Context: an optimization exercise on an open-source flow, tuned for small area and a short achievable clock period. The choices shown serve that exercise and are no tape-out recipe.
Function was checked by simulation only, so behaviour that the tests miss may differ from the original.

==> design/flow/design.v <==
package intra_geom_pkg;
	localparam int TB_SIZE = 4;
	localparam int NUM_SAMPLES = TB_SIZE * TB_SIZE;
	localparam int DEFAULT_BIT_DEPTH = 8;
	localparam int PRED_LATENCY = 2;
	localparam int TOTAL_LATENCY = PRED_LATENCY + 1;
endpackage
package intra_mode_pkg;
	typedef logic [5:0] mode_t;  
	localparam mode_t MODE_PLANAR = 6'd0;
	localparam mode_t MODE_DC     = 6'd1;
	localparam mode_t MODE_HOR    = 6'd10;
	localparam mode_t MODE_VER    = 6'd26;
	typedef logic [1:0] pred_kind_t;
	localparam pred_kind_t PK_PLANAR = 2'd0;
	localparam pred_kind_t PK_DC     = 2'd1;
	localparam pred_kind_t PK_HOR    = 2'd2;
	localparam pred_kind_t PK_VER    = 2'd3;
	function automatic pred_kind_t classify_mode(input mode_t mode);
		case (mode)
			intra_mode_pkg::MODE_PLANAR: classify_mode = intra_mode_pkg::PK_PLANAR;
			intra_mode_pkg::MODE_DC:     classify_mode = intra_mode_pkg::PK_DC;
			intra_mode_pkg::MODE_HOR:    classify_mode = intra_mode_pkg::PK_HOR;
			intra_mode_pkg::MODE_VER:    classify_mode = intra_mode_pkg::PK_VER;
			default:     classify_mode = intra_mode_pkg::PK_DC;
		endcase
	endfunction
endpackage
`timescale 1ns/1ps
module sample_delay #(
	parameter int  DEPTH = 2,
	parameter int  WIDTH = 1
) (
	input  logic clk,
	input  logic arst_n,
	input  logic i_valid,
	input  logic [WIDTH-1:0] i_data,
	output logic o_valid,
	output logic [WIDTH-1:0] o_data
);
	logic [DEPTH-1:0] vld;
	logic [WIDTH-1:0] data_q [DEPTH];
	always_ff @(posedge clk or negedge arst_n) begin
		if (!arst_n) begin
			vld <= '0;
		end else begin
			vld[0] <= i_valid;
			for (int k = 1; k < DEPTH; k++)
				vld[k] <= vld[k-1];
		end
	end
	always_ff @(posedge clk) begin
		if (i_valid)
			data_q[0] <= i_data;
		for (int k = 1; k < DEPTH; k++) begin
			if (vld[k-1])
				data_q[k] <= data_q[k-1];
		end
	end
	assign o_valid = vld[DEPTH-1];
	assign o_data  = data_q[DEPTH-1];
endmodule
`timescale 1ns/1ps
module intra_pred_4x4 #(
	parameter int BIT_DEPTH = intra_geom_pkg::DEFAULT_BIT_DEPTH
) (
	input  logic                                             clk,
	input  logic                                             arst_n,
	input  logic                                             i_valid,
	input  intra_mode_pkg::mode_t                            i_mode,
	input  logic [intra_geom_pkg::TB_SIZE*BIT_DEPTH-1:0]     i_above,
	input  logic [intra_geom_pkg::TB_SIZE*BIT_DEPTH-1:0]     i_left,
	input  logic [BIT_DEPTH-1:0]                             i_top_right,
	input  logic [BIT_DEPTH-1:0]                             i_bottom_left,
	output logic                                             o_pred_valid,
	output logic [intra_geom_pkg::NUM_SAMPLES*BIT_DEPTH-1:0] o_pred
);
	localparam int SUM_W = BIT_DEPTH + 3;
	localparam int SHIFT = $clog2(intra_geom_pkg::TB_SIZE) + 1;  
	logic [SUM_W-1:0] dc_sum;
	logic                           s1_valid;
	intra_mode_pkg::pred_kind_t                     s1_kind;
	logic [intra_geom_pkg::TB_SIZE*BIT_DEPTH-1:0]   s1_above;
	logic [intra_geom_pkg::TB_SIZE*BIT_DEPTH-1:0]   s1_left;
	logic [BIT_DEPTH-1:0]           s1_top_right;
	logic [BIT_DEPTH-1:0]           s1_bottom_left;
	logic [BIT_DEPTH-1:0]           s1_dc;
	logic [intra_geom_pkg::NUM_SAMPLES*BIT_DEPTH-1:0] pred_next;
	always_comb begin
		dc_sum = SUM_W'(intra_geom_pkg::TB_SIZE);
		for (int i = 0; i < intra_geom_pkg::TB_SIZE; i++) begin
			dc_sum = dc_sum + SUM_W'(i_above[i*BIT_DEPTH +: BIT_DEPTH])
				+ SUM_W'(i_left[i*BIT_DEPTH +: BIT_DEPTH]);
		end
	end
	always_ff @(posedge clk or negedge arst_n) begin
		if (!arst_n) begin
			s1_valid <= 1'b0;
		end else begin
			s1_valid <= i_valid;
		end
	end
	always_ff @(posedge clk) begin
		if (i_valid) begin
			s1_kind        <= intra_mode_pkg::classify_mode(i_mode);
			s1_above       <= i_above;
			s1_left        <= i_left;
			s1_top_right   <= i_top_right;
			s1_bottom_left <= i_bottom_left;
			s1_dc          <= dc_sum[SHIFT +: BIT_DEPTH];
		end
	end
	for (genvar y = 0; y < intra_geom_pkg::TB_SIZE; y++) begin : g_row
		for (genvar x = 0; x < intra_geom_pkg::TB_SIZE; x++) begin : g_col
			logic [SUM_W-1:0]     plan_sum;
			logic [BIT_DEPTH-1:0] above_x;
			logic [BIT_DEPTH-1:0] left_y;
			logic [BIT_DEPTH-1:0] smp;
			assign above_x = s1_above[x*BIT_DEPTH +: BIT_DEPTH];
			assign left_y  = s1_left[y*BIT_DEPTH +: BIT_DEPTH];
			assign plan_sum = SUM_W'(intra_geom_pkg::TB_SIZE - 1 - x) * left_y
				+ SUM_W'(x + 1) * s1_top_right
				+ SUM_W'(intra_geom_pkg::TB_SIZE - 1 - y) * above_x
				+ SUM_W'(y + 1) * s1_bottom_left
				+ SUM_W'(intra_geom_pkg::TB_SIZE);
			always_comb begin
				case (s1_kind)
					intra_mode_pkg::PK_PLANAR: smp = plan_sum[SHIFT +: BIT_DEPTH];
					intra_mode_pkg::PK_HOR:    smp = left_y;   
					intra_mode_pkg::PK_VER:    smp = above_x;  
					default:   smp = s1_dc;
				endcase
			end
			assign pred_next[(y*intra_geom_pkg::TB_SIZE + x)*BIT_DEPTH +: BIT_DEPTH] = smp;
		end
	end
	always_ff @(posedge clk or negedge arst_n) begin
		if (!arst_n) begin
			o_pred_valid <= 1'b0;
		end else begin
			o_pred_valid <= s1_valid;
		end
	end
	always_ff @(posedge clk) begin
		if (s1_valid)
			o_pred <= pred_next;
	end
endmodule
`timescale 1ns/1ps
module recon_clip #(
	parameter int BIT_DEPTH = intra_geom_pkg::DEFAULT_BIT_DEPTH
) (
	input  logic                                                 clk,
	input  logic                                                 arst_n,
	input  logic                                                 i_valid,
	input  logic                                                 i_is_inter,
	input  logic [intra_geom_pkg::NUM_SAMPLES*BIT_DEPTH-1:0]     i_pred_intra,
	input  logic [intra_geom_pkg::NUM_SAMPLES*BIT_DEPTH-1:0]     i_pred_inter,
	input  logic [intra_geom_pkg::NUM_SAMPLES*(BIT_DEPTH+1)-1:0] i_residuals,
	output logic                                                 o_valid,
	output logic [intra_geom_pkg::NUM_SAMPLES*BIT_DEPTH-1:0]     o_recon
);
	localparam int RES_W = BIT_DEPTH + 1;
	localparam int SUM_W = BIT_DEPTH + 2;  
	logic [intra_geom_pkg::NUM_SAMPLES*BIT_DEPTH-1:0] recon_next;
	for (genvar idx = 0; idx < intra_geom_pkg::NUM_SAMPLES; idx++) begin : g_smp
		logic [BIT_DEPTH-1:0]    pred;
		logic signed [SUM_W-1:0] sum;
		logic [BIT_DEPTH-1:0]    rec;
		assign pred = i_is_inter ? i_pred_inter[idx*BIT_DEPTH +: BIT_DEPTH]
			: i_pred_intra[idx*BIT_DEPTH +: BIT_DEPTH];
		assign sum  = $signed({2'b00, pred})
			+ SUM_W'($signed(i_residuals[idx*RES_W +: RES_W]));
		always_comb begin
			if (sum[SUM_W-1])
				rec = '0;  
			else if (sum[BIT_DEPTH])
				rec = '1;  
			else
				rec = sum[BIT_DEPTH-1:0];
		end
		assign recon_next[idx*BIT_DEPTH +: BIT_DEPTH] = rec;
	end
	always_ff @(posedge clk or negedge arst_n) begin
		if (!arst_n) begin
			o_valid <= 1'b0;
			o_recon <= '0;
		end else begin
			o_valid <= i_valid;
			if (i_valid)
				o_recon <= recon_next;  
		end
	end
endmodule
`timescale 1ns/1ps
module intra_recon_top #(
	parameter int BIT_DEPTH = intra_geom_pkg::DEFAULT_BIT_DEPTH
) (
	input  logic                                                 clk,
	input  logic                                                 arst_n,
	input  logic                                                 i_valid,
	input  intra_mode_pkg::mode_t                                i_mode,
	input  logic                                                 i_is_inter,
	input  logic [intra_geom_pkg::TB_SIZE*BIT_DEPTH-1:0]         i_above,
	input  logic [intra_geom_pkg::TB_SIZE*BIT_DEPTH-1:0]         i_left,
	input  logic [BIT_DEPTH-1:0]                                 i_top_right,
	input  logic [BIT_DEPTH-1:0]                                 i_bottom_left,
	input  logic [intra_geom_pkg::NUM_SAMPLES*(BIT_DEPTH+1)-1:0] i_residuals,
	input  logic [intra_geom_pkg::NUM_SAMPLES*BIT_DEPTH-1:0]     i_pred_inter,
	output logic                                                 o_valid,
	output logic [intra_geom_pkg::NUM_SAMPLES*BIT_DEPTH-1:0]     o_recon
);
	localparam int INTER_W = intra_geom_pkg::NUM_SAMPLES*BIT_DEPTH;
	localparam int RESID_W = intra_geom_pkg::NUM_SAMPLES*(BIT_DEPTH+1);
	localparam int SIDE_W  = 1 + INTER_W + RESID_W;
	logic                             pred_valid;
	logic [intra_geom_pkg::NUM_SAMPLES*BIT_DEPTH-1:0] pred;
	logic [SIDE_W-1:0]                side_in;
	logic [SIDE_W-1:0]                side_out;
	assign side_in = {i_is_inter, i_pred_inter, i_residuals};
	intra_pred_4x4 #(
		.BIT_DEPTH(BIT_DEPTH)
	) u_pred (
		.clk          (clk),
		.arst_n       (arst_n),
		.i_valid      (i_valid),
		.i_mode       (i_mode),
		.i_above      (i_above),
		.i_left       (i_left),
		.i_top_right  (i_top_right),
		.i_bottom_left(i_bottom_left),
		.o_pred_valid (pred_valid),
		.o_pred       (pred)
	);
	sample_delay #(
		.DEPTH(intra_geom_pkg::PRED_LATENCY),
		.WIDTH(SIDE_W)
	) u_side_delay (
		.clk    (clk),
		.arst_n (arst_n),
		.i_valid(i_valid),
		.i_data (side_in),
		.o_valid(),
		.o_data (side_out)
	);
	recon_clip #(
		.BIT_DEPTH(BIT_DEPTH)
	) u_recon (
		.clk         (clk),
		.arst_n      (arst_n),
		.i_valid     (pred_valid),
		.i_is_inter  (side_out[SIDE_W-1]),
		.i_pred_intra(pred),
		.i_pred_inter(side_out[RESID_W +: INTER_W]),
		.i_residuals (side_out[0 +: RESID_W]),
		.o_valid     (o_valid),
		.o_recon     (o_recon)
	);
endmodule
==> design/flow/run.sh <==
#!/bin/bash
# synth_recipe.tcl (not shown) runs the flow's synth.tcl, then flattens the netlist and writes it again
# the make line also repeats each setting of config.mk as NAME=value (left out here)
make -C /OpenROAD-flow-scripts/flow DESIGN_CONFIG=/design/flow/config.mk WORK_HOME=/design/flow/orfs CLKGATE_MAP_FILE= SYNTH_SCRIPT=/design/flow/synth_recipe.tcl finish
==> design/flow/config.mk <==
export PLATFORM = sky130hd
export DESIGN_NAME = intra_recon_top
export DESIGN_NICKNAME = intra_recon_top
export VERILOG_FILES = /design/flow/design.v
export SDC_FILE = /design/flow/constraint.sdc
export NUM_CORES = 4
export LEC_CHECK = 0
export CAP_MARGIN = 20
export CORE_MARGIN = 2
export CORE_UTILIZATION = 40
export SLEW_MARGIN = 20
==> design/flow/constraint.sdc <==
create_clock -name core_clock -period 5.2 [get_ports {clk}]
set_input_delay 1.0400 -clock core_clock [delete_from_list [all_inputs] [get_ports {clk}]]
set_output_delay 1.0400 -clock core_clock [all_outputs]
set_load 0.01 [all_outputs]
==> results.txt, run 1 <==
H-tree levels=3; Async SR Flop Fraction=0.146; initial antenna violation count=15; Fin Setup TNS=0 ns; crit end category=flip-flop; Syn Nets=5395; Core ar.=133000 µm²; Hold Crit Class=input pin to asynchronous set/reset pin; Worst Setup SP=u_pred.s1_top_right[1]; Post-Place Setup Slack=-0.397 ns; Post-Synth Simple-Gate Area=0.0711; vias in the first global route=36600; Crit-path slowest cell=o311ai_0; most frequent cells in the layout=edfxtp_1, ha_1, clkdlybuf4s50_1, inv_1, o21ai_0; total congestion overflow=0; worst hold margin=0.223 ns; status=complete, no violations; final worst setup slack=0.137 ns; TritonCTS clock tree=yes; first-pass GRT wire length=about 240000 µm; Setup violations, final=0; XOR/XNOR share of the synthesized area=0.0320; crit path DAT=approximately 5.7 ns; crit-path leading delay family=adder cells; Worst Path Buf+Inv=6; Post-synth EDFFs=between 700 and 800; routed len/inst=24.3 µm; drt pass-1 iters=6; Synth cell types=72; Setup CP Type=flip-flop to flip-flop; I/O pin count=491; largest net degree at the start of global routing=144; Final Cycle Share=0.974; clock latency on the worst-skew pair=0.75 ns; Util after Layout=0.490; PortBufs=490; Worst-Margin Slew=1.27 ns; num rows=between 100 and 150; post-synthesis mux area share=0.0281; CP required=5.81 ns; clock skew=0.0295 ns; worst rel slew slack=0.145; Die W=370 µm; Cell Chain, Critical Path=ha_1 -> inv_1 -> fa_1 -> xnor2_1 -> buf_4 -> inv_1 -> buf_4 -> fa_1 -> inv_1 -> fa_1 -> ha_1 -> ha_1 -> a21o_1 -> a311o_1 -> o21ba_2 -> o311ai_0 -> buf_4; DPL Wire Length=127000 µm; Max Cap Viol=0; Avg Cell Area, Syn=12.5 µm²; Mapped Cells=4281; detailed router's first-iteration violation count=3132; Max Freq=198 MHz; Avg Vias per Cell=5.43; Clock Tree Buf Depth=3; Starting Density=0.403; drt drc=0; Synth Area in Adders=0.206; RSZ-0062 raised after global routing=no; gr usage total=0.240; Final Hold Violating Endpoints=0; number of warnings issued by yosys=4; via count=37000; post-synthesis sequential area ratio=0.488; die height=370 µm; Synth Area in Compound Gates=0.139; startpoint types=flip-flop; largest family of logic cells by synthesized area=adder cells; max-slew violation count=0; Die Area=137000 µm²; Clock transition at path regs=0.06 ns; share of cells above drive strength 1=0.104; Layout area overhead=21.6%; worst reg2reg path startpoint=u_pred.s1_top_right[1]; CP Max Fanout=3; CP peak stage delay=0.61 ns; register bit total from synthesis=a little under 900; Tmin final=5.06 ns; CTS Buf Count=slightly above 100; ys flop type=edfxtp_1; Routed Antenna Nets=0; Routed WL=166000 µm; commonest non-fill, non-tap cell in the layout=edfxtp_1; Nets=around 6000; clk sinks=895; CTS root buf=clkbuf_16; post-synthesis cell area=53700 µm²; routability congestion estimate=a little under 1
layout make-up:
cell class / count / area, µm²
Antenna cell: 6 / 15.0
Sequential cell: 895 / 26200
Fill cell: 11800 / 68000
Clock inverter: 55 / 613
Timing Repair Buffer: 654 / 6250
Clock buffer: 137 / 2780
Inverter: 400 / 1510
Multi-Input combinational cell: 2908 / 25700
Tap cell: 1768 / 2210
flip-flops by register name, summed over array words and instances, names as in the netlist, 2 cells and up:
register	flops
u_pred.o_pred	128
u_pred.s1_above	32
u_pred.s1_bottom_left	8
u_pred.s1_dc	8
u_pred.s1_kind	2
u_pred.s1_left	32
u_pred.s1_top_right	8
u_recon.o_recon	128
u_side_delay.data_q	546
worst paths after layout:
kind,endpoint,slack [ns],cells past startpoint
worst min register to register,u_side_delay.data_q[1][87],0.40,0
worst max register to register,u_pred.o_pred[22],0.14,17
min in group core_clock,u_side_delay.data_q[1][87],0.40,0
worst min-delay path,u_recon.o_recon[14],0.22,1
worst max-delay path,u_pred.o_pred[22],0.14,17
max in group asynchronous,u_recon.o_recon[61],4.00,2
worst reg2reg max path: stages (launching register included):
cell      delay (ns)
edfxtp_1        0.38
ha_1            0.22
inv_1           0.07
fa_1            0.41
xnor2_1         0.19
buf_4           0.14
inv_1           0.16
buf_4           0.20
fa_1            0.48
inv_1           0.05
fa_1            0.43
ha_1            0.31
ha_1            0.28
a21o_1          0.17
a311o_1         0.38
o21ba_2         0.24
o311ai_0        0.61
buf_4           0.23
per-layer routing:
layer  GRT usage  wire length, µm
met5           0               57
met3      0.0399            11900
met1       0.326            70800
met2       0.384            76900
met4      0.0900             5980
cells by family (layout without fill, tap and decap cells):
kind of cell	count (synthesis)	after routing
buffers and inverters	478	1246
other	0	6
adders and majority gates	752	752
and+or+nand+nor	735	735
AOI/OAI and AO/OA	1088	1088
xor gates and xnor gates	196	196
muxes	137	137
DFF	895	895
per-stage QoR:
stage / cell area [µm²] / cells
after global placement: 61800 / 6625
after detailed placement: 61800 / 6625
after floorplan: 53700 / 4281
final: 65300 / 6823
after CTS: 65200 / 6817
after global routing: 65300 / 6818
synthesized netlist by cell type (23+ instances only):
cell type | number | share of area
o2bb2ai_1 | 106 | 0.017
nor2b_1 | 82 | 0.0096
o21a_1 | 50 | 0.0070
xor2_1 | 92 | 0.015
edfxtp_1 | 764 | 0.43
nand2_1 | 148 | 0.010
o21ai_0 | 242 | 0.023
or3_1 | 40 | 0.0047
dfrtp_1 | 131 | 0.061
nor2_1 | 173 | 0.012
o41ai_1 | 32 | 0.0052
nor3_1 | 70 | 0.0065
a21o_1 | 142 | 0.020
a211oi_1 | 40 | 0.0056
ha_1 | 529 | 0.12
xnor2_1 | 104 | 0.017
fa_1 | 223 | 0.083
nand2b_1 | 92 | 0.011
mux2_2 | 112 | 0.023
o211ai_1 | 48 | 0.0067
a31oi_1 | 23 | 0.0027
mux2i_1 | 25 | 0.0047
inv_1 | 399 | 0.028
a21oi_1 | 235 | 0.022
nor3b_1 | 32 | 0.0045
clkbuf_1 | 60 | 0.0042
what timing repair did:
item                                    4_1_cts  5_1_grt
resized for setup                             0       11
buffers inserted                              0        0
hold buffers                                  0        0
endpoints found under the setup margin        0        9
==> inputs of run 2 (changes only) <==
--- a/design/flow/design.v
+++ b/design/flow/design.v
@@ -211,49 +211,94 @@
 	output logic [intra_geom_pkg::NUM_SAMPLES*BIT_DEPTH-1:0]     o_recon
 );
-	localparam int INTER_W = intra_geom_pkg::NUM_SAMPLES*BIT_DEPTH;
-	localparam int RESID_W = intra_geom_pkg::NUM_SAMPLES*(BIT_DEPTH+1);
-	localparam int SIDE_W  = 1 + INTER_W + RESID_W;
-	logic                             pred_valid;
-	logic [intra_geom_pkg::NUM_SAMPLES*BIT_DEPTH-1:0] pred;
-	logic [SIDE_W-1:0]                side_in;
-	logic [SIDE_W-1:0]                side_out;
-	assign side_in = {i_is_inter, i_pred_inter, i_residuals};
-	intra_pred_4x4 #(
-		.BIT_DEPTH(BIT_DEPTH)
-	) u_pred (
-		.clk          (clk),
-		.arst_n       (arst_n),
-		.i_valid      (i_valid),
-		.i_mode       (i_mode),
-		.i_above      (i_above),
-		.i_left       (i_left),
-		.i_top_right  (i_top_right),
-		.i_bottom_left(i_bottom_left),
-		.o_pred_valid (pred_valid),
-		.o_pred       (pred)
-	);
-	sample_delay #(
-		.DEPTH(intra_geom_pkg::PRED_LATENCY),
-		.WIDTH(SIDE_W)
-	) u_side_delay (
-		.clk    (clk),
-		.arst_n (arst_n),
-		.i_valid(i_valid),
-		.i_data (side_in),
-		.o_valid(),
-		.o_data (side_out)
-	);
-	recon_clip #(
-		.BIT_DEPTH(BIT_DEPTH)
-	) u_recon (
-		.clk         (clk),
-		.arst_n      (arst_n),
-		.i_valid     (pred_valid),
-		.i_is_inter  (side_out[SIDE_W-1]),
-		.i_pred_intra(pred),
-		.i_pred_inter(side_out[RESID_W +: INTER_W]),
-		.i_residuals (side_out[0 +: RESID_W]),
-		.o_valid     (o_valid),
-		.o_recon     (o_recon)
-	);
+	localparam int N     = intra_geom_pkg::TB_SIZE;
+	localparam int NS    = intra_geom_pkg::NUM_SAMPLES;
+	localparam int BD    = BIT_DEPTH;
+	localparam int RES_W = BD + 1;
+	localparam int SUM_W = BD + 2;  
+	logic a_valid, b_valid;
+	always_ff @(posedge clk or negedge arst_n) begin
+		if (!arst_n) begin
+			a_valid <= 1'b0;
+			b_valid <= 1'b0;
+			o_valid <= 1'b0;
+		end else begin
+			a_valid <= i_valid;
+			b_valid <= a_valid;
+			o_valid <= b_valid;
+		end
+	end
+	localparam int OFF_ABOVE = 0;
+	localparam int OFF_LEFT  = N*BD;
+	localparam int OFF_TR    = 2*N*BD;
+	localparam int OFF_BL    = 2*N*BD + BD;
+	localparam int INTRA_W   = 2*N*BD + 2*BD;
+	logic               a_planar, a_hor, a_ver, a_inter;
+	logic [NS*BD-1:0]   a_op;
+	logic [NS*RES_W-1:0] a_res;
+	always_ff @(posedge clk) begin
+		a_inter  <= i_is_inter;
+		a_planar <= !i_is_inter && (i_mode == intra_mode_pkg::MODE_PLANAR);
+		a_hor    <= !i_is_inter && (i_mode == intra_mode_pkg::MODE_HOR);
+		a_ver    <= !i_is_inter && (i_mode == intra_mode_pkg::MODE_VER);
+		a_op[INTRA_W-1:0] <= i_is_inter ? i_pred_inter[INTRA_W-1:0]
+			: {i_bottom_left, i_top_right, i_left, i_above};
+		a_op[NS*BD-1:INTRA_W] <= i_pred_inter[NS*BD-1:INTRA_W];
+		a_res <= i_residuals;
+	end
+	logic [BD+2:0] dc_sum;
+	logic [BD-1:0] dc;
+	always_comb begin
+		dc_sum = (BD+3)'(N);
+		for (int k = 0; k < N; k++)
+			dc_sum = dc_sum + (BD+3)'(a_op[OFF_ABOVE + k*BD +: BD])
+				+ (BD+3)'(a_op[OFF_LEFT + k*BD +: BD]);
+	end
+	assign dc = dc_sum[3 +: BD];
+	logic [BD-1:0] tr, bl;
+	assign tr = a_op[OFF_TR +: BD];
+	assign bl = a_op[OFF_BL +: BD];
+	logic [NS*SUM_W-1:0] b_sum;
+	for (genvar y = 0; y < N; y++) begin : g_row
+		for (genvar x = 0; x < N; x++) begin : g_col
+			localparam int I = y*N + x;
+			logic [BD-1:0]          above_x, left_y, inter_i, v;
+			logic signed [RES_W-1:0] r;
+			logic [BD+2:0]          plan;
+			logic signed [BD+4:0]   plan_r;
+			logic signed [SUM_W-1:0] s_plan, s_other, s;
+			assign above_x = a_op[OFF_ABOVE + x*BD +: BD];
+			assign left_y  = a_op[OFF_LEFT + y*BD +: BD];
+			assign inter_i = a_op[I*BD +: BD];
+			assign r       = a_res[I*RES_W +: RES_W];
+			assign plan = (BD+3)'(N-1-x) * (BD+3)'(left_y)
+				+ (BD+3)'(x+1) * (BD+3)'(tr)
+				+ (BD+3)'(N-1-y) * (BD+3)'(above_x)
+				+ (BD+3)'(y+1) * (BD+3)'(bl)
+				+ (BD+3)'(N);
+			assign plan_r = $signed({2'b00, plan}) + $signed({r, 3'b000});
+			assign s_plan = plan_r[BD+4:3];
+			always_comb begin
+				if (a_inter)      v = inter_i;
+				else if (a_hor)   v = left_y;
+				else if (a_ver)   v = above_x;
+				else              v = dc;
+			end
+			assign s_other = $signed({2'b00, v}) + SUM_W'(r);
+			assign s = a_planar ? s_plan : s_other;
+			always_ff @(posedge clk)
+				b_sum[I*SUM_W +: SUM_W] <= s;
+		end
+	end
+	logic [NS*BD-1:0] recon_next;
+	for (genvar i = 0; i < NS; i++) begin : g_clip
+		logic [SUM_W-1:0] s;
+		assign s = b_sum[i*SUM_W +: SUM_W];
+		assign recon_next[i*BD +: BD] = s[SUM_W-1] ? '0 : (s[BD] ? '1 : s[BD-1:0]);
+	end
+	always_ff @(posedge clk or negedge arst_n) begin
+		if (!arst_n)
+			o_recon <= '0;
+		else if (b_valid)
+			o_recon <= recon_next;
+	end
 endmodule
==> run 2 against run 1 <==
- first-iteration DRC count decreased by 19%
- cell area decreased by 17%
- register-to-register slack worse by 1.0 ns
- critical path type unchanged
- die area is 30% lower
- cell count down 9.9%
- critical path depth rose by 4
- largest cell class is now multi-input gates
- the layout now fails its checks (setup timing)
- synthesized cell count fell by 14%
- critical endpoint is now b_sum[39]
==> results.txt, run 2 <==
critical path depth=21 (+4); drt pass-1 iters=9 (+3); clk sinks=567 (-37%); met3 Use GR=0.0501 (+0.0102); Post-synth EDFFs=0 (-100%); worst rel slew slack=0.139 (-0.00601); SO Faults=setup timing; largest net degree at the start of global routing=65 (-55%); via count=31500 (-15%); crit path DAT=6.60 ns (+0.93 ns); GRT met2 Usage=0.470 (+0.0864); synth cell count leaders=inv_1, dfxtp_1, ha_1; TritonCTS clock tree=yes; status=failed layout checks; most frequent cells in the layout=buf_4, clkdlybuf4s50_1, inv_1, dfxtp_1, nor2_1; number of flip-flops in the largest register=160 (-71%); Max Freq=164 MHz (-17%); CTS Buf Count=66 (-35%); post-synthesis cell area=37500 µm² (-30%); die height=310 µm (-16%); Die Area=96300 µm² (-30%); routed len/inst=22.8 µm (-6.0%); CTS root buf=clkbuf_16; num rows=112 (-16%); CP most frequent cell=fa_1; Fill cells=7991 (-33%); drt drc=0 (unchanged); Worst Path Buf+Inv=6 (unchanged); share of cells above drive strength 1=0.310 (+0.205); Syn Nets=4760 (-12%); CP Max Fanout=5 (+2); clock latency on the worst-skew pair=0.63 ns (-0.12 ns); Largest Register=b_sum; number of warnings issued by yosys=1 (-3); Avg Cell Area, Syn=10.2 µm² (-19%); ys flop type=dfxtp_1; GR met1 Demand/Resource=0.372 (+0.0462); post-route cell area=54400 µm² (-17%); Worst-Margin Slew=1.29 ns (+0.0128 ns); Starting Density=0.403 (about the same); # hold bufs at CTS=0 (unchanged); CP required=5.71 ns (-0.10 ns); Post-DP Area=48900 µm² (-21%); H-tree levels=3 (unchanged); Clock Tree Buf Depth=3 (unchanged); Setup CP Type=flip-flop to flip-flop; Synth top area share=0.233 (-0.195); Clock transition at path regs=0.06 ns (about the same); Async SR Flop Fraction=0.231 (+0.0847); total congestion overflow=0 (unchanged); Avg Vias per Cell=5.13 (-5.5%); register area=12100 µm² (-54%); Hold Crit Class=input pin to asynchronous set/reset pin; clock skew=0.0338 ns (+0.00427 ns); Setup violations, final=126 (+126); CP peak stage delay=0.57 ns (-0.04 ns); Routed WL=140000 µm (-15%); Nets=5912 (-2.7%); Final Cycle Share=1.17 (+0.198); Die W=310 µm (-16%); startpoint types=flip-flop; RSZ-0062 raised after global routing=yes; register bit total from synthesis=567 (-37%); Cell Chain, Critical Path=inv_2 -> fa_1 -> inv_2 -> fa_1 -> fa_1 -> inv_2 -> fa_1 -> inv_1 -> ha_2 -> or3_4 -> o22a_4 -> a221o_2 -> a21oi_4 -> buf_6 -> xor2_4 -> o31a_1 -> o221ai_2 -> buf_6 -> ha_4 -> or4_4 -> a311oi_2; Top Registers=b_sum (160), a_res (144); vias in the first global route=32000 (-12%); Crit-path slowest cell=fa_1; I/O pin count=491 (unchanged); max-slew violation count=0 (unchanged); crit end category=flip-flop; Max Cap Viol=0 (unchanged); multi-input logic area=26300 µm² (+2.3%); cell taking the most area after synthesis=dfxtp_1; PortBufs=490 (unchanged); commonest non-fill, non-tap cell in the layout=buf_4; detailed router's first-iteration violation count=2549 (-19%); first-pass GRT wire length=204000 µm (-15%); Synth cell types=78 (+8.3%); Routed Antenna Nets=0 (unchanged); Mapped Cells=3689 (-14%); Worst R2R Path Depth=21 (+4); Layout area overhead=44.8%; routability congestion estimate=0.990 (+2.3%); most numerous cell in the Yosys netlist=inv_1; synth top area cells=dfxtp_1, fa_1, ha_1; gr usage total=0.289 (+0.0494); Fin Setup TNS=-67.75 ns (-67.75 ns); initial antenna violation count=11 (-4); Core ar.=93200 µm² (-30%); post-synthesis sequential area ratio=0.320 (-0.168); final worst setup slack=-0.894 ns (-1.03 ns); global route hottest layer=met2; Final Hold Violating Endpoints=0 (unchanged); Tmin final=6.09 ns (+1.03 ns); crit-path leading delay family=adder cells; DPL Wire Length=114000 µm (-10%)
run 2: cell types whose count changed after synthesis, moves of 57 or more:
cell | before | now
dfxtp_1 | 0 | 436
edfxtp_1 | 764 | 0
fa_1 | 223 | 303
ha_1 | 529 | 406
inv_1 | 399 | 456
mux2_2 | 112 | 209
nor2_1 | 173 | 379
o21ai_0 | 242 | 109
o2bb2ai_1 | 106 | 2
run 2: metal layers:
| layer | part of all wire | wire, µm |
|---|---|---|
| met5 | 0.00053 | 74 |
| met3 | 0.077 | 10800 |
| met2 | 0.46 | 64700 |
| met1 | 0.41 | 56800 |
| met4 | 0.056 | 7820 |
run 2: kinds of logic (layout without fill, tap and decap cells):
kind of cell / after synthesis / after routing / synth area share
compound gates: 651 / 651 / 0.116
flops: 567 / 567 / 0.320
simple gates: 750 / 750 / 0.0924
other cells: 0 / 3 / 0
xor+xnor: 225 / 225 / 0.0527
mux: 217 / 217 / 0.0650
fa+ha+maj: 709 / 709 / 0.297
buf+inv: 570 / 1771 / 0.0573
run 2: what timing repair did:
item	CTS	global route
setup endpoints to repair	136	144
setup buffers	74	25
resized for setup	351	244
pin swaps	179	128
run 2: through the flow:
stage          hold slack [ns]  utilization  std cells  worst slack (ns)
2_1_floorplan            0.331            -       3689            -0.579
3_3_place_gp             0.342        0.525       5961             -1.10
3_5_place_dp             0.341        0.525       5961             -1.10
4_1_cts                  0.320        0.570       6133            -0.791
5_1_grt                  0.347        0.583       6145            -0.995
6_report                 0.330        0.583       6147            -0.894
run 2: worst paths after layout:
path	slack, ns	to	start
worst max-delay path	-0.89	b_sum[39]	a_op[28]
worst min-delay path	0.33	o_recon[110]	arst_n
worst max register to register	-0.89	b_sum[39]	a_op[28]
worst min register to register	0.36	b_valid	a_valid
max in group asynchronous	3.82	o_recon[78]	arst_n
min in group core_clock	0.36	b_valid	a_valid
run 2: area by class of cell:
| cell class | count | area share |
|---|---|---|
| clock inverters | 24 | 0.00375 |
| inverters | 458 | 0.0318 |
| repair buffers | 1196 | 0.195 |
| flip-flops and latches | 567 | 0.222 |
| well taps | 1254 | 0.0289 |
| diodes | 3 | 0.000138 |
| multi-input cells | 2552 | 0.483 |
| clock buffers | 93 | 0.0354 |
==> inputs of run 3 (changes only) <==
--- a/design/flow/design.v
+++ b/design/flow/design.v
@@ -216,4 +216,7 @@
 	localparam int RES_W = BD + 1;
 	localparam int SUM_W = BD + 2;  
+	localparam int PW    = BD + 3;  
+	localparam int EW    = BD + 1;  
+	localparam int TW    = BD + 2;  
 	logic a_valid, b_valid;
 	always_ff @(posedge clk or negedge arst_n) begin
@@ -229,10 +232,40 @@
 	end
 	localparam int OFF_ABOVE = 0;
-	localparam int OFF_LEFT  = N*BD;
-	localparam int OFF_TR    = 2*N*BD;
-	localparam int OFF_BL    = 2*N*BD + BD;
-	localparam int INTRA_W   = 2*N*BD + 2*BD;
-	logic               a_planar, a_hor, a_ver, a_inter;
-	logic [NS*BD-1:0]   a_op;
+	localparam int OFF_LEFT  = OFF_ABOVE + N*BD;
+	localparam int OFF_TR    = OFF_LEFT + N*BD;
+	localparam int OFF_BL    = OFF_TR + BD;
+	localparam int OFF_U     = OFF_BL + BD;       
+	localparam int OFF_W     = OFF_U + N*EW;      
+	localparam int OFF_H0    = OFF_W + N*EW;      
+	localparam int OFF_H2    = OFF_H0 + N*TW;     
+	localparam int OFF_V0    = OFF_H2 + N*TW;     
+	localparam int OFF_V2    = OFF_V0 + N*TW;     
+	localparam int OFF_DC    = OFF_V2 + N*TW;     
+	localparam int INTRA_W   = OFF_DC + 3*TW;
+	localparam int SHARED_W  = NS*BD;
+	logic [BD-1:0] in_a [N];
+	logic [BD-1:0] in_l [N];
+	for (genvar k = 0; k < N; k++) begin : g_unpack
+		assign in_a[k] = i_above[k*BD +: BD];
+		assign in_l[k] = i_left[k*BD +: BD];
+	end
+	logic [INTRA_W-1:0] intra_in;
+	assign intra_in[OFF_ABOVE +: N*BD] = i_above;
+	assign intra_in[OFF_LEFT +: N*BD]  = i_left;
+	assign intra_in[OFF_TR +: BD]      = i_top_right;
+	assign intra_in[OFF_BL +: BD]      = i_bottom_left;
+	for (genvar k = 0; k < N; k++) begin : g_in
+		assign intra_in[OFF_U + k*EW +: EW]  = EW'(in_l[k]) + EW'(i_top_right);
+		assign intra_in[OFF_W + k*EW +: EW]  = EW'(in_a[k]) + EW'(i_bottom_left);
+		assign intra_in[OFF_H0 + k*TW +: TW] = TW'(in_l[k]) + (TW'(in_l[k]) << 1) + TW'(i_top_right);
+		assign intra_in[OFF_H2 + k*TW +: TW] = TW'(in_l[k]) + TW'(i_top_right) + (TW'(i_top_right) << 1);
+		assign intra_in[OFF_V0 + k*TW +: TW] = TW'(in_a[k]) + (TW'(in_a[k]) << 1) + TW'(i_bottom_left);
+		assign intra_in[OFF_V2 + k*TW +: TW] = TW'(in_a[k]) + TW'(i_bottom_left) + (TW'(i_bottom_left) << 1);
+	end
+	assign intra_in[OFF_DC + 0*TW +: TW] = TW'(in_a[0]) + TW'(in_a[1]) + TW'(in_a[2]);
+	assign intra_in[OFF_DC + 1*TW +: TW] = TW'(in_a[3]) + TW'(in_l[0]) + TW'(in_l[1]);
+	assign intra_in[OFF_DC + 2*TW +: TW] = TW'(in_l[2]) + TW'(in_l[3]) + TW'(N);
+	logic                a_planar, a_dc, a_hor, a_ver, a_inter;
+	logic [INTRA_W-1:0]  a_op;
 	logic [NS*RES_W-1:0] a_res;
 	always_ff @(posedge clk) begin
@@ -241,57 +274,56 @@
 		a_hor    <= !i_is_inter && (i_mode == intra_mode_pkg::MODE_HOR);
 		a_ver    <= !i_is_inter && (i_mode == intra_mode_pkg::MODE_VER);
-		a_op[INTRA_W-1:0] <= i_is_inter ? i_pred_inter[INTRA_W-1:0]
-			: {i_bottom_left, i_top_right, i_left, i_above};
-		a_op[NS*BD-1:INTRA_W] <= i_pred_inter[NS*BD-1:INTRA_W];
+		a_dc     <= !i_is_inter && (i_mode != intra_mode_pkg::MODE_PLANAR)
+			&& (i_mode != intra_mode_pkg::MODE_HOR) && (i_mode != intra_mode_pkg::MODE_VER);
+		a_op[SHARED_W-1:0]       <= i_is_inter ? i_pred_inter : intra_in[SHARED_W-1:0];
+		a_op[INTRA_W-1:SHARED_W] <= intra_in[INTRA_W-1:SHARED_W];
 		a_res <= i_residuals;
 	end
-	logic [BD+2:0] dc_sum;
+	logic [PW-1:0] dc_sum;
 	logic [BD-1:0] dc;
-	always_comb begin
-		dc_sum = (BD+3)'(N);
-		for (int k = 0; k < N; k++)
-			dc_sum = dc_sum + (BD+3)'(a_op[OFF_ABOVE + k*BD +: BD])
-				+ (BD+3)'(a_op[OFF_LEFT + k*BD +: BD]);
-	end
+	assign dc_sum = PW'(a_op[OFF_DC + 0*TW +: TW])
+		+ PW'(a_op[OFF_DC + 1*TW +: TW])
+		+ PW'(a_op[OFF_DC + 2*TW +: TW]);
 	assign dc = dc_sum[3 +: BD];
 	logic [BD-1:0] tr, bl;
 	assign tr = a_op[OFF_TR +: BD];
 	assign bl = a_op[OFF_BL +: BD];
-	logic [NS*SUM_W-1:0] b_sum;
+	logic [NS*BD-1:0]    b_pred;
+	logic [NS*RES_W-1:0] b_res;
 	for (genvar y = 0; y < N; y++) begin : g_row
 		for (genvar x = 0; x < N; x++) begin : g_col
 			localparam int I = y*N + x;
-			logic [BD-1:0]          above_x, left_y, inter_i, v;
-			logic signed [RES_W-1:0] r;
-			logic [BD+2:0]          plan;
-			logic signed [BD+4:0]   plan_r;
-			logic signed [SUM_W-1:0] s_plan, s_other, s;
+			logic [BD-1:0] above_x, left_y, inter_i, p;
+			logic [PW-1:0] h, v, plan;
 			assign above_x = a_op[OFF_ABOVE + x*BD +: BD];
 			assign left_y  = a_op[OFF_LEFT + y*BD +: BD];
 			assign inter_i = a_op[I*BD +: BD];
-			assign r       = a_res[I*RES_W +: RES_W];
-			assign plan = (BD+3)'(N-1-x) * (BD+3)'(left_y)
-				+ (BD+3)'(x+1) * (BD+3)'(tr)
-				+ (BD+3)'(N-1-y) * (BD+3)'(above_x)
-				+ (BD+3)'(y+1) * (BD+3)'(bl)
-				+ (BD+3)'(N);
-			assign plan_r = $signed({2'b00, plan}) + $signed({r, 3'b000});
-			assign s_plan = plan_r[BD+4:3];
+			if (x == 0)      assign h = PW'(a_op[OFF_H0 + y*TW +: TW]);
+			else if (x == 1) assign h = PW'(a_op[OFF_U + y*EW +: EW]) << 1;
+			else if (x == 2) assign h = PW'(a_op[OFF_H2 + y*TW +: TW]);
+			else             assign h = PW'(tr) << 2;
+			if (y == 0)      assign v = PW'(a_op[OFF_V0 + x*TW +: TW]);
+			else if (y == 1) assign v = PW'(a_op[OFF_W + x*EW +: EW]) << 1;
+			else if (y == 2) assign v = PW'(a_op[OFF_V2 + x*TW +: TW]);
+			else             assign v = PW'(bl) << 2;
+			assign plan = h + v + PW'(N);
 			always_comb begin
-				if (a_inter)      v = inter_i;
-				else if (a_hor)   v = left_y;
-				else if (a_ver)   v = above_x;
-				else              v = dc;
+				p = '0;
+				if (a_inter)  p = p | inter_i;
+				if (a_planar) p = p | plan[3 +: BD];
+				if (a_hor)    p = p | left_y;
+				if (a_ver)    p = p | above_x;
+				if (a_dc)     p = p | dc;
 			end
-			assign s_other = $signed({2'b00, v}) + SUM_W'(r);
-			assign s = a_planar ? s_plan : s_other;
 			always_ff @(posedge clk)
-				b_sum[I*SUM_W +: SUM_W] <= s;
+				b_pred[I*BD +: BD] <= p;
 		end
 	end
+	always_ff @(posedge clk)
+		b_res <= a_res;
 	logic [NS*BD-1:0] recon_next;
 	for (genvar i = 0; i < NS; i++) begin : g_clip
-		logic [SUM_W-1:0] s;
-		assign s = b_sum[i*SUM_W +: SUM_W];
+		logic signed [SUM_W-1:0] s;
+		assign s = $signed({2'b00, b_pred[i*BD +: BD]}) + SUM_W'($signed(b_res[i*RES_W +: RES_W]));
 		assign recon_next[i*BD +: BD] = s[SUM_W-1] ? '0 : (s[BD] ? '1 : s[BD-1:0]);
 	end
==> run 3 against run 2 <==
- the run now finishes clean
- worst hold slack worse by 0.022 ns
- via count grew 15%
- wire length grew 19%
- register-to-register slack improved by 2.5 ns
- clock-buffer cell count up 45
- fmax is 70% higher
- flip-flop and latch count is 309 higher
- setup slack gained 2.5 ns
- non-clock buffer count down 675
- cell area grew 3.7%
- utilization is 9.0 points lower
- critical path type unchanged
==> results.txt, run 3 <==
Syn Nets=5605 (+18%); Setup violations, final=0 (-100%); worst rel slew slack=0.252 (+0.113); clock latency on the worst-skew pair=0.71 ns (+0.08 ns); gr usage total=0.279 (-0.00968); die height=344 µm (+11%); max layer used=met5; detailed router's first-iteration violation count=3690 (+45%); PortBufs=490 (unchanged); Tmin final=3.59 ns (-2.50 ns); Avg Vias per Cell=5.50 (+7.2%); RSZ-0062 raised after global routing=no; startpoint types=flip-flop; hold path endpoint=b_res[32]; Top Registers=a_op (324), a_res (144), b_res (144); post-CTS resize count=0 (-100%); total congestion overflow=0 (unchanged); most frequent cells in the layout=dfxtp_1, ha_1, clkdlybuf4s50_1, nor2_1, nand2_1; status=complete, no violations; Core ar.=114000 µm² (+23%); Post-synth EDFFs=0 (unchanged); Max Cap Viol=0 (unchanged); crit-path leading delay family=compound AO/OA/AOI/OAI gates; commonest non-fill, non-tap cell in the layout=dfxtp_1; Layout area overhead=22.2%; largest net degree at the start of global routing=90 (+38%); most numerous cell in the Yosys netlist=dfxtp_1; max-slew violation count=0 (unchanged); cell taking the most area after synthesis=dfxtp_1; worst hold margin=0.308 ns (-0.0223 ns); Nets=6142 (+3.9%); drt drc=0 (unchanged); post-route cell area=56400 µm² (+3.7%); Clock transition at path regs=0.06 ns (about the same); CP required=5.67 ns (-0.04 ns); routed len/inst=25.4 µm (+11%); number of warnings issued by yosys=3 (+2); Routed Antenna Nets=0 (unchanged); post-synthesis cell area=46100 µm² (+23%); metal3 WL=15200 µm (+41%); Post-DP Area=52800 µm² (+7.9%); ys flop type=dfxtp_1; Hold Crit Class=flip-flop to flip-flop; Synth cell types=74 (-5.1%); CTS root buf=clkbuf_16; Worst-Margin Slew=1.12 ns (-0.165 ns); clk sinks=876 (+54%); routability congestion estimate=0.994 (+0.40%); TritonCTS clock tree=yes; vias in the first global route=35300 (+10%); clock skew=0.0373 ns (+0.00347 ns); synth cell count leaders=dfxtp_1, ha_1, nor2_1; first-pass GRT wire length=238000 µm (+17%); Worst R2R Path Depth=9 (-57%); Die Area=118000 µm² (+23%); Synth top area share=0.323 (+0.0907); crit end category=flip-flop; Avg Cell Area, Syn=10.4 µm² (+1.7%); CTS Buf Count=99 (+50%); CP peak stage delay=0.66 ns (+0.09 ns); I/O pin count=491 (unchanged); Final Hold Violating Endpoints=0 (unchanged); worst reg2reg path startpoint=a_op[335]; Crit-path slowest cell=a21boi_2; Placed Cells=6405 (+7.4%); Cell Chain, Critical Path=fa_1 -> ha_1 -> a21oi_2 -> o221ai_2 -> a211o_1 -> o211ai_2 -> buf_4 -> a21boi_2 -> nand2_1; Final Non-Filler Cells=6598 (+7.3%); Final Cycle Share=0.690 (-0.481); Mapped Cells=4457 (+21%); synth top area cells=dfxtp_1, ha_1, fa_1; share of cells above drive strength 1=0.0665 (-0.243); Routed WL=167000 µm (+19%); Worst R2R Setup Slack=1.61 ns (+2.50 ns); Setup CP Type=flip-flop to flip-flop; Die W=344 µm (+11%); number of flip-flops in the largest register=324 (+100%); CP Max Fanout=10 (+5); H-tree levels=3 (unchanged); crit path DAT=4.06 ns (-2.54 ns); r2r endpoint=b_pred[3]; initial antenna violation count=25 (+14); # hold bufs at CTS=0 (unchanged); Post-CTS Repair Setup Buffers=0 (-100%); Fin Setup TNS=0 ns (+67.75 ns); WL met1=72500 µm (+28%); via count=36300 (+15%); Async SR Flop Fraction=0.150 (-0.0815); DPL Wire Length=133000 µm (+16%); post-synthesis sequential area ratio=0.394 (+0.0745); hold path start=a_res[32]; Worst Path Buf+Inv=1 (-5); register bit total from synthesis=876 (+54%); Starting Density=0.403 (+0.000682); Largest Register=a_op; WHS Path Cells=0; Max Freq=279 MHz (+70%); Clock Tree Buf Depth=3 (unchanged); drt pass-1 iters=14 (+5); num rows=124 (+11%); wire length on met2=71000 µm (+9.7%)
==> run 3: cell types whose count changed in the layout (fill, tap and decap cells not counted), moves of 68 or more <==
cell | before | now
buf_4 | 624 | 31
dfxtp_1 | 415 | 741
ha_1 | 335 | 594
nand2_1 | 77 | 294
o21ai_0 | 49 | 230
mux2_2 | 209 | 71
inv_1 | 424 | 291
xnor2_1 | 115 | 227
a21oi_1 | 129 | 237
o22ai_1 | 11 | 114
fa_1 | 285 | 192
nand3_1 | 8 | 88
buf_6 | 75 | 2
nor2_1 | 365 | 297
==> run 3: worst max-delay path by stage <==
stage	from	endpoint	slack, ns	cells after the start
2_1_floorplan	i_above[1]	a_op[319]	2.09	10
3_3_place_gp	i_top_right[0]	a_op[199]	1.01	11
4_1_cts	i_above[24]	a_op[329]	1.65	13
5_1_grt	i_above[24]	a_op[331]	1.30	13
6_report	a_op[335]	b_pred[3]	1.61	9
3_5_place_dp	i_above[24]	a_op[329]	0.98	13
==> run 3: layout make-up <==
type	instances	area, µm²
Timing Repair Buffer	521	5090
Antenna cell	7	17.5
Tap cell	1512	1890
Sequential cell	876	18200
Multi-Input combinational cell	3205	26500
Clock buffer	138	2880
Inverter	291	1090
Clock inverter	48	686
Fill cell	10500	58000
==> run 3: cells by family after synthesis <==
| kind of cell | Yosys count | share of synthesized area |
|---|---|---|
| AOI/OAI and AO/OA | 1032 | 0.151 |
| xor gates and xnor gates | 336 | 0.0638 |
| adders and majority gates | 786 | 0.244 |
| buffers and inverters | 376 | 0.0310 |
| DFF | 876 | 0.394 |
| muxes | 84 | 0.0201 |
| and+or+nand+nor | 967 | 0.0958 |
==> run 3: per-layer routing <==
| metal | global-route usage | up-vias |
|---|---|---|
| li1 | - | 17000 |
| met1 | 0.380 | 17300 |
| met2 | 0.422 | 1657 |
| met3 | 0.0654 | 387 |
| met4 | 0.125 | 8 |
| met5 | 0 | - |
==> run 3: per-stage QoR <==
step	utilization	setup slack (ns)
floorplan	-	2.09
global placement	0.462	1.01
detailed placement	0.462	0.977
CTS	0.493	1.65
global route	0.493	1.30
finish	0.493	1.61
==> run 3: worst reg2reg max path, stage by stage (launching register included) <==
cell	delay [ns]
dfxtp_1	0.42
fa_1	0.45
ha_1	0.36
a21oi_2	0.22
o221ai_2	0.17
a211o_1	0.33
o211ai_2	0.07
buf_4	0.35
a21boi_2	0.67
nand2_1	0.33
==> inputs of run 4 (changes only) <==
==> design/flow/flow/run.sh (new file) <==
#!/bin/bash
# The standard layout (standard.sh, all ORFS steps from synthesis to
# finish), with buf_2 as the port buffer instead of buffer_ports' default
# delay buffer. Every input and output port still gets its own buffer.
set -euo pipefail
export BUFFER_PORTS_ARGS="-buffer_cell sky130_fd_sc_hd__buf_2"
bash standard.sh finish > standard_run.log 2>&1
==> design/flow/standard.sh (new file) <==
#!/bin/bash
# synth_recipe.tcl (not shown) runs the flow's synth.tcl, then flattens the netlist and writes it again
# the make line also repeats each setting of config.mk as NAME=value (left out here)
make -C /OpenROAD-flow-scripts/flow DESIGN_CONFIG=/design/flow/config.mk WORK_HOME=/design/flow/orfs CLKGATE_MAP_FILE= SYNTH_SCRIPT=/design/flow/synth_recipe.tcl "${@:-finish}"
--- a/design/flow/config.mk
+++ b/design/flow/config.mk
@@ -9,3 +9,6 @@
 export CORE_MARGIN = 2
 export CORE_UTILIZATION = 40
+export CTS_CLUSTER_DIAMETER = 100
+export CTS_CLUSTER_SIZE = 20
+export SETUP_SLACK_MARGIN = 2.4
 export SLEW_MARGIN = 20
removed: design/flow/run.sh
==> run 4 against run 3 <==
- synthesized cell count did not move
- die area did not move
- critical path depth shrank 1
- setup slack better by 0.70 ns
- global-route usage down 0.24 points
- register-to-register slack better by 0.70 ns
- fmax is 24% higher
- via count is 1.2% lower
- highest routed layer unchanged
==> results.txt, run 4 <==
Fin Setup TNS=0 ns (unchanged); most frequent cells in the layout=dfxtp_1, ha_1, buf_2, nor2_1, nand2_1; Synth cell types=74 (unchanged); Clock transition at path regs=0.08 ns (+0.02 ns); Clock Tree Buf Depth=3 (unchanged); Starting Density=0.403 (unchanged); global route hottest layer=met2; clock latency on the worst-skew pair=0.70 ns (about the same); total congestion overflow=0 (unchanged); detailed router's first-iteration violation count=3994 (+8.2%); via count=35900 (-1.2%); Setup CP Type=flip-flop to flip-flop; Async SR Flop Fraction=0.150 (unchanged); number of flip-flops in the largest register=324 (unchanged); crit end category=flip-flop; Fill cells=10700 (+2.1%); post-synthesis cell area=46100 µm² (unchanged); Routed WL=167000 µm (-0.46%); met3 Use GR=0.0596 (-0.00580); Post-Place Setup Slack=1.53 ns (+0.558 ns); Core ar.=114000 µm² (unchanged); worst reg2reg path startpoint=a_op[314]; gr usage total=0.277 (-0.00243); die height=344 µm (unchanged); post-route cell area=52800 µm² (-6.3%); clock skew=0.0322 ns (-0.00511 ns); PortBufs=490 (unchanged); final worst setup slack=2.31 ns (+0.704 ns); crit path DAT=3.35 ns (-0.71 ns); Nets=6101 (-0.67%); Cell Chain, Critical Path=fa_1 -> ha_1 -> nand2_1 -> o21ba_2 -> xnor2_1 -> and2_1 -> a21oi_2 -> nand3_1; status=complete, no violations; Worst R2R Path Depth=8 (-1); GRT met2 Usage=0.417 (-0.00553); Setup violations, final=0 (unchanged); number of warnings issued by yosys=3 (unchanged); Die Area=118000 µm² (unchanged); Final Cycle Share=0.555 (-0.135); Worst-Margin Slew=1.03 ns (-0.0913 ns); Max Freq=347 MHz (+24%); Avg Vias per Cell=5.51 (+0.18%); routability congestion estimate=0.981 (-1.3%); Hold Crit Class=flip-flop to flip-flop; DPL Wire Length=133000 µm (about the same); largest net degree at the start of global routing=109 (+21%); CP peak stage delay=0.48 ns (-0.18 ns); CP Capture Point=b_pred[112]; ys flop type=dfxtp_1; initial antenna violation count=31 (+24%); worst rel slew slack=0.312 (+0.0609); first-pass GRT wire length=235000 µm (-1.2%); synth top area cells=dfxtp_1, ha_1, fa_1; vias in the first global route=34400 (-2.5%); H-tree levels=2 (-1); Final Hold Violating Endpoints=0 (unchanged); post-synthesis sequential area ratio=0.394 (unchanged); RSZ-0062 raised after global routing=yes; Synth top area share=0.323 (unchanged); Tmin final=2.89 ns (-0.704 ns); most numerous cell in the Yosys netlist=dfxtp_1; Crit-path slowest cell=fa_1; Die W=344 µm (unchanged); CP required=5.66 ns (about the same); Largest Register=a_op; startpoint types=flip-flop; Avg Cell Area, Syn=10.4 µm² (unchanged); CP Max Fanout=4 (-6); Mapped Cells=4457 (unchanged); max-slew violation count=0 (unchanged); Layout area overhead=14.5%; Post-DP Area=50500 µm² (-4.3%); share of cells above drive strength 1=0.173 (+0.106); Top Registers=a_op (324), a_res (144), b_res (144); Syn Nets=5605 (unchanged); synth cell count leaders=dfxtp_1, ha_1, nor2_1; r2r endpoint=b_pred[112]; Routed Antenna Nets=0 (unchanged); TritonCTS clock tree=yes; Post-synth EDFFs=0 (unchanged); CTS Buf Count=52 (-47%); Max Cap Viol=0 (unchanged); Worst R2R Setup Slack=2.31 ns (+0.70 ns); cell taking the most area after synthesis=dfxtp_1; Worst Setup SP=a_op[314]; num rows=124 (unchanged); I/O pin count=491 (unchanged); register bit total from synthesis=876 (unchanged); drt pass-1 iters=9 (-5); GR met1 Demand/Resource=0.379 (-0.00117); drt drc=0 (unchanged); CTS root buf=clkbuf_16; routed len/inst=25.6 µm (+0.93%); commonest non-fill, non-tap cell in the layout=dfxtp_1; clk sinks=876 (unchanged)
-- run 4: cell types whose count changed in the layout (fill, tap and decap cells not counted), moves of 21 or more --
cell / before / now
a21oi_1: 237 / 204
o21ai_0: 230 / 209
o21ai_1: 4 / 25
a21oi_2: 2 / 27
clkbuf_16: 103 / 52
buf_2: 10 / 474
clkdlybuf4s50_1: 478 / 0
-- run 4: per-stage QoR --
stage | hold slack [ns] | util | std cells
finish | 0.322 | 0.462 | 6507
global route | 0.330 | 0.462 | 6502
CTS | 0.326 | 0.458 | 6486
detailed placement | 0.312 | 0.442 | 6391
global placement | 0.311 | 0.442 | 6391
floorplan | 0.310 | - | 4457
-- run 4: kinds of logic (layout without fill, tap and decap cells) --
group / Yosys count / count (layout) / synth area share
compound gates: 1032 / 1032 / 0.151
xor+xnor: 336 / 336 / 0.0638
fa+ha+maj: 786 / 786 / 0.244
buf+inv: 376 / 906 / 0.0310
flops: 876 / 876 / 0.394
mux: 84 / 84 / 0.0201
other cells: 0 / 8 / 0
simple gates: 967 / 967 / 0.0958
-- run 4: final cells by class --
class	count	area, µm²	area share
multi-input cells	3205	27200	0.515
flip-flops and latches	876	18200	0.345
repair buffers	527	2840	0.0538
well taps	1512	1890	0.0358
clock buffers	76	1390	0.0263
inverters	291	1100	0.0207
clock inverters	12	135	0.00256
diodes	8	20.0	0.000379
-- run 4: per-layer routing --
layer / share of wire / routed length [µm]
met2: 0.43 / 70900
met3: 0.085 / 14300
met1: 0.43 / 72400
met5: 0.00052 / 87
met4: 0.054 / 9040
-- run 4: what timing repair did --
action	4_1_cts	5_1_grt
gates cloned	0	0
pin swaps	13	32
endpoints found under the hold margin	0	0
setup endpoints to repair	146	73
resized for setup	62	72
hold buffers	0	0
buffers inserted	7	13
-- run 4: worst min-delay path by stage --
stage / slack (ns) / startpoint / to / depth (start not counted)
final: 0.32 / a_res[12] / b_res[12] / 0
after global routing: 0.33 / a_res[12] / b_res[12] / 0
after CTS: 0.33 / a_res[101] / b_res[101] / 0
after detailed placement: 0.31 / a_res[31] / b_res[31] / 0
after global placement: 0.31 / a_res[7] / b_res[7] / 0
after floorplan: 0.31 / a_res[0] / b_res[0] / 0
-- run 4: critical path, delay by kind of cell, from the launching register on --
kind                       cells  cell delay (ns)
adders and majority gates      2             0.84
DFF                            1             0.32
and+or+nand+nor                3             0.73
AOI/OAI and AO/OA              2             0.64
xor gates and xnor gates       1             0.11
==> inputs of run 5 (changes only) <==
--- a/design/flow/design.v
+++ b/design/flow/design.v
@@ -256,10 +256,13 @@
 	assign intra_in[OFF_BL +: BD]      = i_bottom_left;
 	for (genvar k = 0; k < N; k++) begin : g_in
-		assign intra_in[OFF_U + k*EW +: EW]  = EW'(in_l[k]) + EW'(i_top_right);
-		assign intra_in[OFF_W + k*EW +: EW]  = EW'(in_a[k]) + EW'(i_bottom_left);
-		assign intra_in[OFF_H0 + k*TW +: TW] = TW'(in_l[k]) + (TW'(in_l[k]) << 1) + TW'(i_top_right);
-		assign intra_in[OFF_H2 + k*TW +: TW] = TW'(in_l[k]) + TW'(i_top_right) + (TW'(i_top_right) << 1);
-		assign intra_in[OFF_V0 + k*TW +: TW] = TW'(in_a[k]) + (TW'(in_a[k]) << 1) + TW'(i_bottom_left);
-		assign intra_in[OFF_V2 + k*TW +: TW] = TW'(in_a[k]) + TW'(i_bottom_left) + (TW'(i_bottom_left) << 1);
+		logic [EW-1:0] u, w;
+		assign u = EW'(in_l[k]) + EW'(i_top_right);
+		assign w = EW'(in_a[k]) + EW'(i_bottom_left);
+		assign intra_in[OFF_U + k*EW +: EW]  = u;
+		assign intra_in[OFF_W + k*EW +: EW]  = w;
+		assign intra_in[OFF_H0 + k*TW +: TW] = TW'(u) + (TW'(in_l[k]) << 1);
+		assign intra_in[OFF_H2 + k*TW +: TW] = TW'(u) + (TW'(i_top_right) << 1);
+		assign intra_in[OFF_V0 + k*TW +: TW] = TW'(w) + (TW'(in_a[k]) << 1);
+		assign intra_in[OFF_V2 + k*TW +: TW] = TW'(w) + (TW'(i_bottom_left) << 1);
 	end
 	assign intra_in[OFF_DC + 0*TW +: TW] = TW'(in_a[0]) + TW'(in_a[1]) + TW'(in_a[2]);
==> run 5 against run 4 <==
- via count shrank 4.4%
- critical endpoint is now b_pred[53]
- worst hold slack lost 0.080 ns
- fmax shrank 2.4%
- first-iteration DRC count shrank 17%
- critical path depth grew 3
- non-clock buffer count grew 64
- clock skew is essentially flat
- die area shrank 5.9%
- cell area shrank 1.3%
==> results.txt, run 5 <==
CTS root buf=clkbuf_16; Synth cell types=77 (+4.1%); post-route cell area=52100 µm² (-1.3%); worst hold margin=0.242 ns (-0.0796 ns); first-pass GRT wire length=223000 µm (-5.2%); Routed WL=160000 µm (-4.2%); status=complete, no violations; Tmin final=2.96 ns (+0.0708 ns); CP Max Fanout=2 (-2); total congestion overflow=0 (unchanged); initial antenna violation count=29 (-6.5%); Syn Nets=5194 (-7.3%); Max Cap Viol=0 (unchanged); RSZ-0062 raised after global routing=yes; ys flop type=dfxtp_1; Hold Crit Class=input pin to asynchronous set/reset pin; post-synthesis cell area=43400 µm² (-6.0%); CP required=5.72 ns (+0.06 ns); Avg Cell Area, Syn=10.4 µm² (+0.79%); Avg Vias per Cell=5.56 (+0.83%); max-slew violation count=0 (unchanged); largest net degree at the start of global routing=100 (-8.3%); Mapped Cells=4158 (-6.7%); post-synthesis sequential area ratio=0.419 (+0.0250); Clock Tree Buf Depth=3 (unchanged); drt drc=0 (unchanged); CTS Buf Count=52 (unchanged); share of cells above drive strength 1=0.244 (+0.0718); number of warnings issued by yosys=3 (unchanged); Layout area overhead=20.2%; Setup CP Type=flip-flop to flip-flop; Setup violations, final=0 (unchanged); Routed Antenna Nets=0 (unchanged); Final Hold Violating Endpoints=0 (unchanged); vias in the first global route=32700 (-5.0%); commonest non-fill, non-tap cell in the layout=dfxtp_1; Post-synth EDFFs=0 (unchanged); Fin Setup TNS=0 ns (unchanged); Clock transition at path regs=0.09 ns (about the same); number of flip-flops in the largest register=324 (unchanged); clk sinks=876 (unchanged); synth top area cells=dfxtp_1, ha_1, dfrtp_1; drt pass-1 iters=11 (+2); Async SR Flop Fraction=0.150 (unchanged); Top Registers=a_op (324), a_res (144), b_res (144); routability congestion estimate=0.972 (-0.92%); Core ar.=107000 µm² (-6.1%); clock latency on the worst-skew pair=0.71 ns (about the same); via count=34300 (-4.4%); synth cell count leaders=dfxtp_1, ha_1, nor2_1; Nets=5757 (-5.6%); crit path DAT=3.47 ns (+0.12 ns); routed len/inst=25.9 µm (+1.0%); Worst-Margin Slew=1.17 ns (+0.142 ns); DPL Wire Length=126000 µm (-5.2%); PortBufs=490 (unchanged); Max Freq=338 MHz (-2.4%); register bit total from synthesis=876 (unchanged); Largest Register=a_op; most numerous cell in the Yosys netlist=dfxtp_1; crit end category=flip-flop; startpoint types=flip-flop; Starting Density=0.404 (+0.000614); cell taking the most area after synthesis=dfxtp_1; gr usage total=0.277 (about the same); TritonCTS clock tree=yes; I/O pin count=491 (unchanged); num rows=120 (-3.2%); clock skew=0.0323 ns (+0.000183 ns); Die W=333 µm (-3.0%); Die Area=111000 µm² (-5.9%); Synth top area share=0.344 (+0.0205); most frequent cells in the layout=dfxtp_1, ha_1, buf_2, nor2_1, inv_1; # hold bufs at CTS=0 (unchanged); H-tree levels=2 (unchanged); die height=333 µm (-3.0%); detailed router's first-iteration violation count=3304 (-17%); worst rel slew slack=0.217 (-0.0958); Final Cycle Share=0.569 (+0.0136); Post-DP Area=47800 µm² (-5.4%)
-- run 5: area by class of cell --
cell class,instances,area (µm²)
diodes,9,22.5
fillers,9896,55200
multi-input cells,2972,26100
well taps,1403,1760
clock buffers,77,1400
clock inverters,13,214
repair buffers,591,3560
flip-flops and latches,876,18200
inverters,228,858
-- run 5: timing repair --
action	in CTS	in global routing
setup endpoints to repair	192	143
resized for setup	169	214
hold endpoints to repair	0	0
pin swaps	87	133
buffers inserted	44	38
cloned	1	2
-- run 5: kinds of logic (layout without fill, tap and decap cells) --
family / after synthesis / after routing / share of synthesized area
buf+inv: 311 / 909 / 0.0269
xor+xnor: 333 / 333 / 0.0672
flops: 876 / 876 / 0.419
fa+ha+maj: 674 / 674 / 0.208
mux: 123 / 123 / 0.0319
simple gates: 874 / 875 / 0.0965
compound gates: 967 / 967 / 0.150
other cells: 0 / 9 / 0
-- run 5: path summary, 6_finish.rpt --
| check | start | end | slack [ns] | cells past startpoint |
|---|---|---|---|---|
| worst max-delay path | a_op[135] | b_pred[53] | 2.24 | 11 |
| worst max register to register | a_op[135] | b_pred[53] | 2.24 | 11 |
| max in group asynchronous | arst_n | o_recon[120] | 3.77 | 3 |
| min in group core_clock | a_res[93] | b_res[93] | 0.31 | 0 |
| worst min-delay path | arst_n | o_recon[13] | 0.24 | 1 |
| worst min register to register | a_res[93] | b_res[93] | 0.31 | 0 |
-- run 5: through the flow --
step	std cells	utilization	setup slack (ns)
after CTS	6119	0.471	2.30
after global placement	5984	0.445	1.22
after floorplan	4158	-	1.92
after detailed placement	5984	0.445	1.24
after global routing	6164	0.485	2.15
final	6169	0.486	2.24
-- run 5: worst max-delay path: stages (launching register included) --
cell,delay [ns]
dfxtp_2,0.34
inv_2,0.05
ha_4,0.26
nor2_2,0.04
fa_2,0.34
a21o_1,0.21
a211oi_2,0.20
nor2_1,0.09
nor2_1,0.13
xnor2_1,0.12
a222oi_1,0.73
nand2_1,0.27
-- run 5: routing by layer --
metal  wire, µm  vias up  global-route usage
met2      69300     1454               0.426
li1           -    16000                   -
met5         22        -                   0
met1      66700    16400               0.361
met4      11000        4               0.161
met3      12700      393              0.0548

## re-timing with driven ports
The results above use ideal ports. As a check the final layouts listed here were re-extracted and re-timed, cells and wires unchanged.
Step 1 assumes that a clkbuf_16 drives the clock port and a buf_2 every other input.
Step 2 also shifts input and output timing later by t, the mid clock arrival at the registers, as if the neighbouring blocks saw the same clock.
Slacks: ideal / step 1 / step 2; pairs: ideal / step 1.
run | t, ns | setup WS [ns] | hold slack, ns | slew at the worst register clock pin (ns) | worst data-port slew with drivers (ns)
run 1 | 0.803 | 0.137 / 0.137 / -0.527 | 0.223 / 0.188 / 0.400 | 0.07 / 0.07 | 0.19
run 2 | 0.686 | -0.894 / -0.894 / -0.894 | 0.330 / 0.296 / 0.363 | 0.08 / 0.08 | 0.09
run 3 | 0.768 | 1.610 / 1.550 / 0.781 | 0.308 / 0.298 / 0.308 | 0.07 / 0.07 | 0.14
run 4 | 0.772 | 2.314 / 2.314 / 1.786 | 0.322 / 0.300 / 0.322 | 0.10 / 0.10 | 0.14
run 5 | 0.766 | 2.243 / 2.243 / 1.537 | 0.242 / 0.207 / 0.313 | 0.09 / 0.09 | 0.20
Met with ideal ports but missed after step 2: setup timing in run 1. The setup slack of run 3, which loses most, moves by -0.060 ns with the drivers and by -0.829 ns with both steps.
